Background: an optimization exercise with open tools, aiming at small area, a short achievable clock period and few clock cycles. Do not read the settings as production practice. RTL that was checked went through simulation tests only; none was proved equivalent to the original. No activity file was given, so power comes from the tool's default toggle rates.

Setup of quartz:
## char_draw_top
module char_draw_top #(
    parameter int SCREEN_W = 640,
    parameter int SCREEN_H = 480
) (
    input  logic                       clk,
    input  logic                       rst,
    input  char_draw_pkg::pixel_x_t    x,
    input  char_draw_pkg::pixel_y_t    y,
    input  char_draw_pkg::char_code_t  code,
    input  char_draw_pkg::glyph_size_t size,
    input  logic [1:0]                 mode,
    input  char_draw_pkg::color_id_t   idata_fg,
    input  char_draw_pkg::color_id_t   idata_bg,
    input  logic                       idata_vld,
    output logic                       odone,
    output char_draw_pkg::vga_addr_t   oaddr,
    output char_draw_pkg::color_id_t   odata,
    output logic                       owren
);
    char_draw_pkg::pixel_x_t      origin_x;
    char_draw_pkg::pixel_y_t      origin_y;
    char_draw_pkg::char_code_t    char_code;
    char_draw_pkg::glyph_size_t   glyph_size;
    char_draw_pkg::color_id_t     fg_color;
    char_draw_pkg::color_id_t     bg_color;
    logic        busy;        
    localparam int IW = 4;   
    localparam int IN = 3;   
    logic [IN-1:0] init;      
    logic [1:0]  nb_cy;       
    logic [11:0] base_a;      
    logic [11:0] base_b;      
    logic [11:0] base_c;      
    logic [4:0]  gidx;        
    logic [4:0]  gidx_d;
    logic        scan_vld;    
    logic        first_row;   
    logic        row_cy;      
    logic        lo_wrap;     
    logic [2:0]  hi_step;     
    logic [3:0]  hi_low;      
    logic [8:0]  hi_tog;      
    logic [11:0] hi_next;     
    logic [3:0]  sx;          
  ...
export LEC_CHECK = 0
export ABC_AREA = 1
export CAP_MARGIN = 20
export CORE_MARGIN = 2
export CORE_UTILIZATION = 60
export CTS_BUF_LIST = sky130_fd_sc_hd__clkbuf_16
export SETUP_SLACK_MARGIN = 3.0
export SLEW_MARGIN = 20
export SYNTH_MEMORY_MAX_BITS = 16384
create_clock -name core_clock -period 5.0 [get_ports {clk}]
standard.sh (not shown) runs the stock make flow with config.mk's settings and CLKGATE_MAP_FILE= SYNTH_SCRIPT=/design/flow/synth_recipe.tcl, a recipe that flattens the netlist after the stock synthesis.
==> flow/flow/run.sh <==
#!/bin/bash
# The standard layout with two changes:
#  - plain buffers on the ports in place of the delay-cell buffers buffer_ports
#    picks by default;
#  - clock tree synthesis without dummy loads (cells that only load clock nets to
#    even out their delays); its other arguments are the standard ones.
# Each tool's output goes to the ORFS logs under orfs/logs/; make's own output goes
# to make_finish.log here.
set -euo pipefail
export BUFFER_PORTS_ARGS="-buffer_cell sky130_fd_sc_hd__buf_1"
export CTS_ARGS="-sink_clustering_enable -repair_clock_nets -buf_list {sky130_fd_sc_hd__clkbuf_16} -dont_use_dummy_load"
bash standard.sh finish > make_finish.log 2>&1
Testbench counts of quartz, summed over its fixed seeds: cycles 175,420.
Here is what was changed in the inputs of xenon compared with quartz.
- CTS_BUF_LIST changed from sky130_fd_sc_hd__clkbuf_16 to sky130_fd_sc_hd__clkbuf_8 sky130_fd_sc_hd__clkbuf_16
-- flow/flow/run.sh --
<<< quartz, line 10
export BUFFER_PORTS_ARGS="-buffer_cell sky130_fd_sc_hd__buf_1"
export CTS_ARGS="-sink_clustering_enable -repair_clock_nets -buf_list {sky130_fd_sc_hd__clkbuf_16} -dont_use_dummy_load"
bash standard.sh finish > make_finish.log 2>&1
>>> xenon, line 10
export BUFFER_PORTS_ARGS="-buffer_cell sky130_fd_sc_hd__buf_1"
export CTS_ARGS="-sink_clustering_enable -repair_clock_nets -buf_list {sky130_fd_sc_hd__clkbuf_8 sky130_fd_sc_hd__clkbuf_16} -dont_use_dummy_load"
bash standard.sh finish > make_finish.log 2>&1
Notes after the runs:
In xenon the worst setup slack turned out 0.012 ns lower than in quartz.
The post-CTS setup-driven buffer insertion count number comes out lower for xenon vs quartz.
Going from quartz to xenon, the final worst-path cycle share was found to have gone up by 0.25 points.
From quartz to xenon the numbers moved as follows: register cell area after layout shows no meaningful change; count of plain and timing-repair buffers shows an increase of about 1%; clock skew shows an increase of 0.019 ns; share of the final layout cell area in sequential cells shows an increase of 0.61 points.
Re clock share of power: xenon is 5.8 points down on quartz.
Diff xenon and quartz: top achievable clock speed higher in quartz
Relative to xenon, the following input files were edited for nickel:
- CTS_BUF_LIST: sky130_fd_sc_hd__clkbuf_8 sky130_fd_sc_hd__clkbuf_16 -> sky130_fd_sc_hd__clkbuf_4 sky130_fd_sc_hd__clkbuf_8
-- flow/flow/run.sh --
<<< xenon, line 10
export BUFFER_PORTS_ARGS="-buffer_cell sky130_fd_sc_hd__buf_1"
export CTS_ARGS="-sink_clustering_enable -repair_clock_nets -buf_list {sky130_fd_sc_hd__clkbuf_8 sky130_fd_sc_hd__clkbuf_16} -dont_use_dummy_load"
bash standard.sh finish > make_finish.log 2>&1
>>> nickel, line 10
export BUFFER_PORTS_ARGS="-buffer_cell sky130_fd_sc_hd__buf_1"
export CTS_ARGS="-sink_clustering_enable -repair_clock_nets -buf_list {sky130_fd_sc_hd__clkbuf_4 sky130_fd_sc_hd__clkbuf_8} -dont_use_dummy_load"
bash standard.sh finish > make_finish.log 2>&1
==> run summary <==
- Re post-route cell area: no difference whatsoever between nickel and xenon.
- Reported for nickel and xenon, highest achievable clock rate turned out identical to the last digit.
- nickel -> xenon: global routing met2 resource utilization delta 0, exact match

========
Setup of v17:
Another version of the RTL of char_draw_top (not shown whole).
Size: about 120 flip-flops, about 81 I/O pins, ~6700 um2 of cells after synthesis.
clock: 5.0 ns
lec_check: 0
abc_area: 1
cap_margin: 20
core_margin: 2
core_utilization: 40
cts_buf_list: sky130_fd_sc_hd__clkbuf_4
setup_slack_margin: 3.0
slew_margin: 20
synth_memory_max_bits: 16384
==> flow/flow/run.sh <==
#!/bin/bash
# The standard layout, with plain buffers on the ports in place of the delay-cell
# buffers buffer_ports picks by default. Each tool's output goes to the ORFS logs
# under orfs/logs/; make's own output goes to make_finish.log here.
set -euo pipefail
export BUFFER_PORTS_ARGS="-buffer_cell sky130_fd_sc_hd__buf_1"
bash standard.sh finish > make_finish.log 2>&1
Testbench counts of v17, summed over its fixed seeds: cycles 175,420.
Edits applied to the flow inputs when going from v17 to v35:
==> flow/flow/run.sh <==
#!/bin/bash
# The standard layout with two changes: plain buffers on the ports in place of the
# delay-cell buffers buffer_ports picks by default, and no second timing repair after
# global routing (the repair after clock tree synthesis already meets the margin).
# Each tool's output goes to the ORFS logs under orfs/logs/; make's own output goes
# to make_finish.log here.
set -euo pipefail
export BUFFER_PORTS_ARGS="-buffer_cell sky130_fd_sc_hd__buf_1"
export SKIP_INCREMENTAL_REPAIR=1
bash standard.sh finish > make_finish.log 2>&1
--- a/flow/config.mk
+++ b/flow/config.mk
@@ -10,5 +10,5 @@
 export CORE_MARGIN = 2
 export CORE_UTILIZATION = 40
-export CTS_BUF_LIST = sky130_fd_sc_hd__clkbuf_4
+export CTS_BUF_LIST = sky130_fd_sc_hd__clkbuf_4 sky130_fd_sc_hd__clkbuf_8
 export SETUP_SLACK_MARGIN = 3.0
 export SLEW_MARGIN = 20
Findings:
Compared with v17, v35 shows total of cells resized after clock tree synthesis that has gone down by more than half. v35 does better than v17 on via count. Setup slack: v35 more than v17. [v35] number of inverters outside the clock class in the layout fell 0.94% relative to v17. Via density per instance came out lower on v35 than on v17. v35 vs. v17: layout net count fell by 3.3%, final wirelength went down by about 4.5%.
Input-level comparison between v58 and v35:
==> flow/flow/run.sh <==
#!/bin/bash
# The standard layout, with plain buffers on the ports in place of the delay-cell
# buffers buffer_ports picks by default. Each tool's output goes to the ORFS logs
# under orfs/logs/; make's own output goes to make_finish.log here.
set -euo pipefail
export BUFFER_PORTS_ARGS="-buffer_cell sky130_fd_sc_hd__buf_1"
bash standard.sh finish > make_finish.log 2>&1
Going from v35 to v58, met3 wire length grew by more than 10%. Per the comparison of v58 with v35, time the worst path needs with I/O delays and setup saw a decrease; cell count +1.3%; wire length went up; count of cells along the worst hold path did not really move; final cycle utilization of the critical path went down.

========
the previous run:
Another version of the RTL of char_draw_top (not shown whole).
Size in the first run: about 880 cells after synthesis, about 120 flip-flops, roughly 81 I/O pins, ~0.0074 mm^2 of cells after synthesis.
Design char_draw_top, start of the top module:
module char_draw_top #(
    parameter int SCREEN_W = 640,
    parameter int SCREEN_H = 480
) (
    input  logic                       clk,
    input  logic                       rst,
    input  char_draw_pkg::pixel_x_t    x,
    input  char_draw_pkg::pixel_y_t    y,
    input  char_draw_pkg::char_code_t  code,
    input  char_draw_pkg::glyph_size_t size,
    input  logic [1:0]                 mode,
    input  char_draw_pkg::color_id_t   idata_fg,
    input  char_draw_pkg::color_id_t   idata_bg,
    input  logic                       idata_vld,
    output logic                       odone,
    output char_draw_pkg::vga_addr_t   oaddr,
    output char_draw_pkg::color_id_t   odata,
    output logic                       owren
);
clock: 5.0 ns
lec_check: 0
cap_margin: 20
core_margin: 2
core_utilization: 40
slew_margin: 20
synth_memory_max_bits: 16384
==> flow/flow/run.sh <==
#!/bin/bash
# The standard layout, with plain buffers on the ports in place of the delay-cell
# buffers buffer_ports picks by default. Each tool's output goes to the ORFS logs
# under orfs/logs/; make's own output goes to make_finish.log here.
set -euo pipefail
export BUFFER_PORTS_ARGS="-buffer_cell sky130_fd_sc_hd__buf_1"
bash standard.sh finish > make_finish.log 2>&1
--- input diff the previous run..the current run ---
==> flow/run.sh (new file) <==
#!/bin/bash
# synth_recipe.tcl (not shown) runs the flow's synth.tcl, then flattens the netlist and writes it again
# the make line also repeats each setting of config.mk as NAME=value (left out here)
make -C /OpenROAD-flow-scripts/flow DESIGN_CONFIG=/design/flow/config.mk WORK_HOME=/design/flow/orfs CLKGATE_MAP_FILE= SYNTH_SCRIPT=/design/flow/synth_recipe.tcl finish
removed: flow/flow/run.sh
removed: flow/standard.sh
## What came out
- From the previous run to the current run the numbers moved as follows: number of tap cells inserted closely matched the old numbers, number of instances in the synthesized netlist stayed essentially flat.
- The final reports for the current run and the previous run show setup slack lower in the former.
- From the previous run to the current run the numbers moved as follows: post-cts hold buffer count comparable; final non-filler cell area grew by about 6%; average vias per placed instance shows a reduction of about 0.8%; post-place instance area higher.
- The previous run and the current run ended up with nearly the same clock power share.
- Re arrival time at the worst endpoint: the current run is 0.18 ns up on the previous run.
No run of this note included a check of the RTL's function; only the layout flow was run.

========
build 31:
The RTL this note starts from:
==> flow/design.v <==
`timescale 1ns/1ps
package char_draw_pkg;
    localparam int GLYPH_COLS = 5;
    localparam int GLYPH_ROWS = 9;
    localparam int BOX_COLS = GLYPH_COLS + 1;
    localparam int BOX_ROWS = GLYPH_ROWS + 1;
    typedef logic [9:0]  pixel_x_t;       
    typedef logic [8:0]  pixel_y_t;       
    typedef logic [18:0] vga_addr_t;      
    typedef logic [7:0]  color_id_t;      
    typedef logic [7:0]  char_code_t;
    typedef logic [3:0]  glyph_size_t;    
    typedef logic [GLYPH_COLS-1:0] glyph_row_t;
    typedef logic [GLYPH_ROWS*GLYPH_COLS-1:0] glyph_bitmap_t;
    typedef enum logic [1:0] {
        MODE_PLACE    = 2'd0,    
        MODE_STYLE    = 2'd1,    
        MODE_FULL     = 2'd2,
        MODE_FULL_ALT = 2'd3
    } cmd_mode_e;
endpackage
`timescale 1ns/1ps
`timescale 1ns/1ps
module glyph_enc (
    input  logic [7:0] char_code,
    output logic [4:0] gidx
);
    always_comb begin
        case (char_code)
            8'h30: gidx = 5'd0;
            8'h31: gidx = 5'd1;
            8'h32: gidx = 5'd2;
            8'h33: gidx = 5'd3;
            8'h34: gidx = 5'd4;
            8'h35: gidx = 5'd5;
            8'h36: gidx = 5'd6;
            8'h37: gidx = 5'd7;
            8'h38: gidx = 5'd8;
            8'h39: gidx = 5'd9;
            8'h3A: gidx = 5'd10;
            8'h41: gidx = 5'd11;
            8'h43: gidx = 5'd12;
            8'h44: gidx = 5'd13;
            8'h45: gidx = 5'd14;
            8'h47: gidx = 5'd15;
            8'h49: gidx = 5'd16;
            8'h4B: gidx = 5'd17;
            8'h4C: gidx = 5'd18;
            8'h4D: gidx = 5'd19;
            8'h4E: gidx = 5'd20;
            8'h4F: gidx = 5'd0;
            8'h50: gidx = 5'd21;
            8'h52: gidx = 5'd22;
            8'h53: gidx = 5'd23;
            8'h54: gidx = 5'd24;
            8'h56: gidx = 5'd25;
            8'h59: gidx = 5'd26;
            default: gidx = 5'd27;   
        endcase
    end
endmodule
module glyph_rom (
    input  logic [4:0] gidx,
    input  logic [3:0] row,
    output logic [4:0] bits
);
    logic [44:0] bitmap;
    always_comb begin
        case (gidx)
            5'd0: bitmap = 45'b01110_10001_10001_10001_10001_10001_10001_10001_01110;
            5'd1: bitmap = 45'b00100_01100_00100_00100_00100_00100_00100_00100_01110;
            5'd2: bitmap = 45'b01110_10001_10001_00001_00010_00100_01000_10000_11111;
            5'd3: bitmap = 45'b01110_10001_10001_00001_00110_00001_10001_10001_01110;
            5'd4: bitmap = 45'b00010_00110_00110_01010_01010_10010_11111_00010_00010;
            5'd5: bitmap = 45'b11111_10000_10000_11110_10001_00001_00001_10001_01110;
            5'd6: bitmap = 45'b00110_01000_10000_11110_10001_10001_10001_10001_01110;
            5'd7: bitmap = 45'b11111_10001_00001_00010_00010_00010_00100_00100_00100;
            5'd8: bitmap = 45'b01110_10001_10001_10001_01110_10001_10001_10001_01110;
            5'd9: bitmap = 45'b01110_10001_10001_10001_01111_00001_00001_00010_01100;
            5'd10: bitmap = 45'b00000_00000_00100_00000_00000_00000_00000_00100_00000;
            5'd11: bitmap = 45'b00100_01010_10001_10001_11111_10001_10001_10001_10001;
            5'd12: bitmap = 45'b01110_10001_10000_10000_10000_10000_10000_10001_01110;
            5'd13: bitmap = 45'b11110_10001_10001_10001_10001_10001_10001_10001_11110;
            5'd14: bitmap = 45'b11111_10000_10000_10000_11111_10000_10000_10000_11111;
            5'd15: bitmap = 45'b01110_10001_10000_10000_10000_10111_10001_10011_01101;
            5'd16: bitmap = 45'b01110_00100_00100_00100_00100_00100_00100_00100_01110;
            5'd17: bitmap = 45'b10001_10010_10100_11000_11000_10100_10010_10001_10001;
            5'd18: bitmap = 45'b10000_10000_10000_10000_10000_10000_10000_10000_11111;
            5'd19: bitmap = 45'b10001_11011_10101_10001_10001_10001_10001_10001_10001;
            5'd20: bitmap = 45'b10001_11001_10101_10011_10001_10001_10001_10001_10001;
            5'd21: bitmap = 45'b11110_10001_10001_10001_11110_10000_10000_10000_10000;
            5'd22: bitmap = 45'b11110_10001_10001_10001_11110_10100_10010_10001_10001;
            5'd23: bitmap = 45'b01110_10001_10000_11000_01110_00011_00001_10001_01110;
            5'd24: bitmap = 45'b11111_00100_00100_00100_00100_00100_00100_00100_00100;
            5'd25: bitmap = 45'b10001_10001_10001_10001_10001_10001_10001_01010_00100;
            5'd26: bitmap = 45'b10001_10001_01010_01010_00100_00100_00100_00100_00100;
            5'd27: bitmap = 45'b00000_00000_00000_00000_00000_00000_00000_00000_01111;
            default: bitmap = 45'd0;
        endcase
        case (row)
            4'd1: bits = bitmap[44:40];
            4'd2: bits = bitmap[39:35];
            4'd3: bits = bitmap[34:30];
            4'd4: bits = bitmap[29:25];
            4'd5: bits = bitmap[24:20];
            4'd6: bits = bitmap[19:15];
            4'd7: bits = bitmap[14:10];
            4'd8: bits = bitmap[9:5];
            4'd9: bits = bitmap[4:0];
            default: bits = 5'b00000;
        endcase
    end
endmodule
`timescale 1ns/1ps
`timescale 1ns/1ps
`timescale 1ns/1ps
`timescale 1ns/1ps
module char_draw_top #(
    parameter int SCREEN_W = 640,
    parameter int SCREEN_H = 480
) (
    input  logic                       clk,
    input  logic                       rst,
    input  char_draw_pkg::pixel_x_t    x,
    input  char_draw_pkg::pixel_y_t    y,
    input  char_draw_pkg::char_code_t  code,
    input  char_draw_pkg::glyph_size_t size,
    input  logic [1:0]                 mode,
    input  char_draw_pkg::color_id_t   idata_fg,
    input  char_draw_pkg::color_id_t   idata_bg,
    input  logic                       idata_vld,
    output logic                       odone,
    output char_draw_pkg::vga_addr_t   oaddr,
    output char_draw_pkg::color_id_t   odata,
    output logic                       owren
);
    char_draw_pkg::pixel_x_t      origin_x;
    char_draw_pkg::pixel_y_t      origin_y;
    char_draw_pkg::char_code_t    char_code;
    char_draw_pkg::glyph_size_t   glyph_size;
    char_draw_pkg::color_id_t     fg_color;
    char_draw_pkg::color_id_t     bg_color;
    logic        busy;        
    logic        init1;       
    logic        init2;       
    logic        init3;       
    logic [1:0]  nb_cy;       
    logic [4:0]  gidx;        
    logic [4:0]  gidx_d;
    logic        scan_vld;    
    logic [11:0] nb_hi;       
    logic [3:0]  sx;          
    logic [2:0]  col;         
    logic [3:0]  sy;          
    logic [3:0]  rrow;        
    logic [4:0]  gbits;       
    logic        s_rowstart;  
    logic        s_bit;       
    logic [4:0]  rom_bits;
    logic        accept;
    logic        row_end;
    logic        last_pix;
    assign accept   = idata_vld && !busy;
    assign row_end  = (col == 3'd5) && (sx == 4'd0);
    assign last_pix = row_end && (sy == 4'd0) && (rrow == 4'd10);
    always_ff @(posedge clk) begin
        if (rst) begin
            origin_x  <= '0;
            origin_y  <= '0;
            char_code <= '0;
        end else if (accept && mode != 2'd1) begin
            origin_x  <= x;
            origin_y  <= y;
            char_code <= code;
        end
    end
    always_ff @(posedge clk) begin
        if (!busy) begin
            glyph_size <= size;
            fg_color   <= idata_fg;
            bg_color   <= idata_bg;
        end
    end
    always_ff @(posedge clk) begin
        if (rst) begin
            busy     <= 1'b0;
            init1    <= 1'b0;
            init2    <= 1'b0;
            init3    <= 1'b0;
            scan_vld <= 1'b0;
            owren    <= 1'b0;
            odone    <= 1'b0;
        end else begin
            init1 <= accept && mode != 2'd0;
            init2 <= init1;
            init3 <= init2;
            owren <= scan_vld;
            odone <= scan_vld && last_pix;
            if (accept && mode != 2'd0)
                busy <= 1'b1;
            else if (scan_vld && last_pix)
                busy <= 1'b0;
            if (init3)
                scan_vld <= 1'b1;
            else if (last_pix)
                scan_vld <= 1'b0;
        end
    end
    glyph_enc u_glyph_enc (
        .char_code (char_code),
        .gidx      (gidx_d)
    );
    glyph_rom u_glyph_rom (
        .gidx (gidx),
        .row  (rrow),
        .bits (rom_bits)
    );
    always_ff @(posedge clk) begin
        gidx <= gidx_d;
    end
    always_ff @(posedge clk) begin
        if (init3) begin
            sx         <= glyph_size;
            col        <= 3'd0;
            sy         <= glyph_size;
            rrow       <= 4'd0;
            gbits      <= 5'd0;
            s_rowstart <= 1'b1;
            s_bit      <= 1'b0;
        end else begin
            gbits      <= rom_bits;
            s_rowstart <= row_end;
            if (sx == 4'd0) begin
                sx <= glyph_size;
                if (row_end) begin
                    col   <= 3'd0;
                    s_bit <= 1'b0;
                    if (sy == 4'd0) begin
                        sy <= glyph_size;
                    end else begin
                        sy <= sy - 4'd1;
                    end
                end else begin
                    col   <= col + 3'd1;
                    s_bit <= gbits[3'd4 - col];
                    if (col == 3'd4 && sy == 4'd0)
                        rrow <= rrow + 4'd1;
                end
            end else begin
                sx <= sx - 4'd1;
            end
        end
    end
    always_ff @(posedge clk) begin
        if (init1)
            {nb_cy, nb_hi[3:0]} <= {2'b00, origin_y[1:0], 2'b00} + {2'b00, origin_y[3:0]} + {3'd0, origin_x[9:7]};
        else if (init2)
            {nb_cy, nb_hi[7:4]} <= {2'b00, origin_y[5:2]} + {2'b00, origin_y[7:4]} + {4'd0, nb_cy};
        else if (init3)
            nb_hi[11:8] <= {1'b0, origin_y[8:6]} + {3'd0, origin_y[8]} + {2'd0, nb_cy};
        else if (scan_vld && s_rowstart)
            nb_hi <= nb_hi + 12'd5;
        if (s_rowstart)
            oaddr <= {nb_hi, origin_x[6:0]};
        else
            oaddr <= oaddr + 19'd1;
        odata <= s_bit ? fg_color : bg_color;
    end
endmodule
==> flow/config.mk <==
export PLATFORM = sky130hd
export DESIGN_NAME = char_draw_top
export DESIGN_NICKNAME = char_draw_top
export VERILOG_FILES = /design/flow/design.v
export SDC_FILE = /design/flow/constraint.sdc
export NUM_CORES = 4
export LEC_CHECK = 0
export CAP_MARGIN = 20
export CORE_MARGIN = 2
export CORE_UTILIZATION = 40
export CTS_BUF_LIST = sky130_fd_sc_hd__clkbuf_4 sky130_fd_sc_hd__clkbuf_8
export SETUP_SLACK_MARGIN = 3.0
export SLEW_MARGIN = 20
export SYNTH_MEMORY_MAX_BITS = 16384
==> flow/constraint.sdc <==
create_clock -name core_clock -period 5.0 [get_ports {clk}]
set_input_delay 1.0000 -clock core_clock [delete_from_list [all_inputs] [get_ports {clk}]]
set_output_delay 1.0000 -clock core_clock [all_outputs]
set_load 0.01 [all_outputs]
==> flow/flow/run.sh <==
#!/bin/bash
# The standard layout, with plain buffers on the ports in place of the delay-cell
# buffers buffer_ports picks by default. Each tool's output goes to the ORFS logs
# under orfs/logs/; make's own output goes to make_finish.log here.
set -euo pipefail
export BUFFER_PORTS_ARGS="-buffer_cell sky130_fd_sc_hd__buf_1"
bash standard.sh finish > make_finish.log 2>&1
Testbench counts of build 31, summed over its fixed seeds: cycles 175,420.
Here is what was changed in the inputs of build 14 compared with build 31.
- ABC_AREA newly set to 1
==> flow/flow/run.sh <==
#!/bin/bash
# The standard layout with two changes: plain buffers on the ports in place of the
# delay-cell buffers buffer_ports picks by default, and power recovery after global
# routing (repair_timing -recover_power), which downsizes cells on paths that have
# slack to spare. Each tool's output goes to the ORFS logs under orfs/logs/; make's
# own output goes to make_finish.log here.
set -euo pipefail
export BUFFER_PORTS_ARGS="-buffer_cell sky130_fd_sc_hd__buf_1"
export RECOVER_POWER=100
bash standard.sh finish > make_finish.log 2>&1
### Flow results
- Build 14: no failed stages, no open violations at the end
- [compare] base=build 31 new=build 14: I/O pin total did not really move; minimum setup slack in the final design went down; post-detailed-placement half-perimeter wirelength went up; setup fix buffers added after clock tree synthesis went up.
Inputs modified between build 14 and build 98:
==> flow/flow/run.sh <==
#!/bin/bash
# The standard layout, with plain buffers on the ports in place of the delay-cell
# buffers buffer_ports picks by default. Each tool's output goes to the ORFS logs
# under orfs/logs/; make's own output goes to make_finish.log here.
set -euo pipefail
export BUFFER_PORTS_ARGS="-buffer_cell sky130_fd_sc_hd__buf_1"
bash standard.sh finish > make_finish.log 2>&1
Notes after the runs:
- Compared with build 14, build 98 shows a lower slew at the pin closest to its max-slew limit.
- Compared with build 14, in build 98 worst-case register-to-register setup slack has increased, post-route total power shows an increase of 1.3%, setup slack shows an increase of 0.71 ns.
- Wire length on met2 (build 98 over build 14): decrease, about 0.46%
- Detailed-routing wirelength on met1: build 98 vs build 14 down about 1.7%
- The run showing the greater area added between synthesis and finish is build 98.
The following lists how build 1 was set up differently from build 98:
- SETUP_SLACK_MARGIN changed from 3.0 to 2.85
### Flow results
- Compared with build 98, in build 1 switching share of power rose by 0.77 points; number of signal-net buffers in the layout fell by 13.
- Build 1 vs. build 98: combinational fraction of design power now sits lower, combinational group power went down about 11%, detailed-route wire length went down by 1.6%, smallest setup slack after layout moved down, time the final worst path needs with I/O delays and setup has increased.
- Build 1 against build 98: final clock period utilization by the worst path went up, multi-input combinational area share picked up an extra 0.69 points.

separate check: timing with driven ports:
How much do the figures lean on ideal ports? The routed layouts below were timed once more, with nothing changed but the port constraints. Step 1, drivers: a clkbuf_16 drives clk and a buf_2 each remaining input, both assumed. Step 2 times the ports against the registers' clock, not the clock port: input delays grow and output delays shrink by t, the midpoint of the rising clock arrivals with the driver on. Slacks: ideal ports / drivers / drivers and shift; pairs: ideal ports / drivers.
| run | shift t [ns] | setup slack, ns | worst setup path after step 2 |
|---|---|---|---|
| quartz | 0.378 | 3.058 / 3.019 / 2.912 | input to register |
| xenon | 0.385 | 3.046 / 3.011 / 2.929 | input to register |
| nickel | 0.385 | 3.046 / 3.011 / 2.929 | input to register |
| v17 | 0.570 | 2.876 / 2.855 / 2.600 | input to register |
| v35 | 0.474 | 2.939 / 2.939 / 2.578 | input to register |
| v58 | 0.474 | 2.976 / 2.940 / 2.710 | input to register |
| the previous run | 0.452 | 1.634 / 1.634 / 1.634 | register to register |
| the current run | 0.456 | 1.462 / 1.462 / 1.462 | register to register |
| build 31 | 0.470 | 2.960 / 2.960 / 2.862 | input to register |
| build 14 | 0.483 | 2.259 / 2.259 / 2.259 | register to register |
| build 98 | 0.483 | 2.964 / 2.964 / 2.822 | input to register |
| build 1 | 0.479 | 2.924 / 2.882 / 2.789 | input to register |
After both steps setup and hold are still met in every run listed. For v35, which loses most, drivers alone change the setup slack by 0.000 ns; drivers and shift together by -0.361 ns.
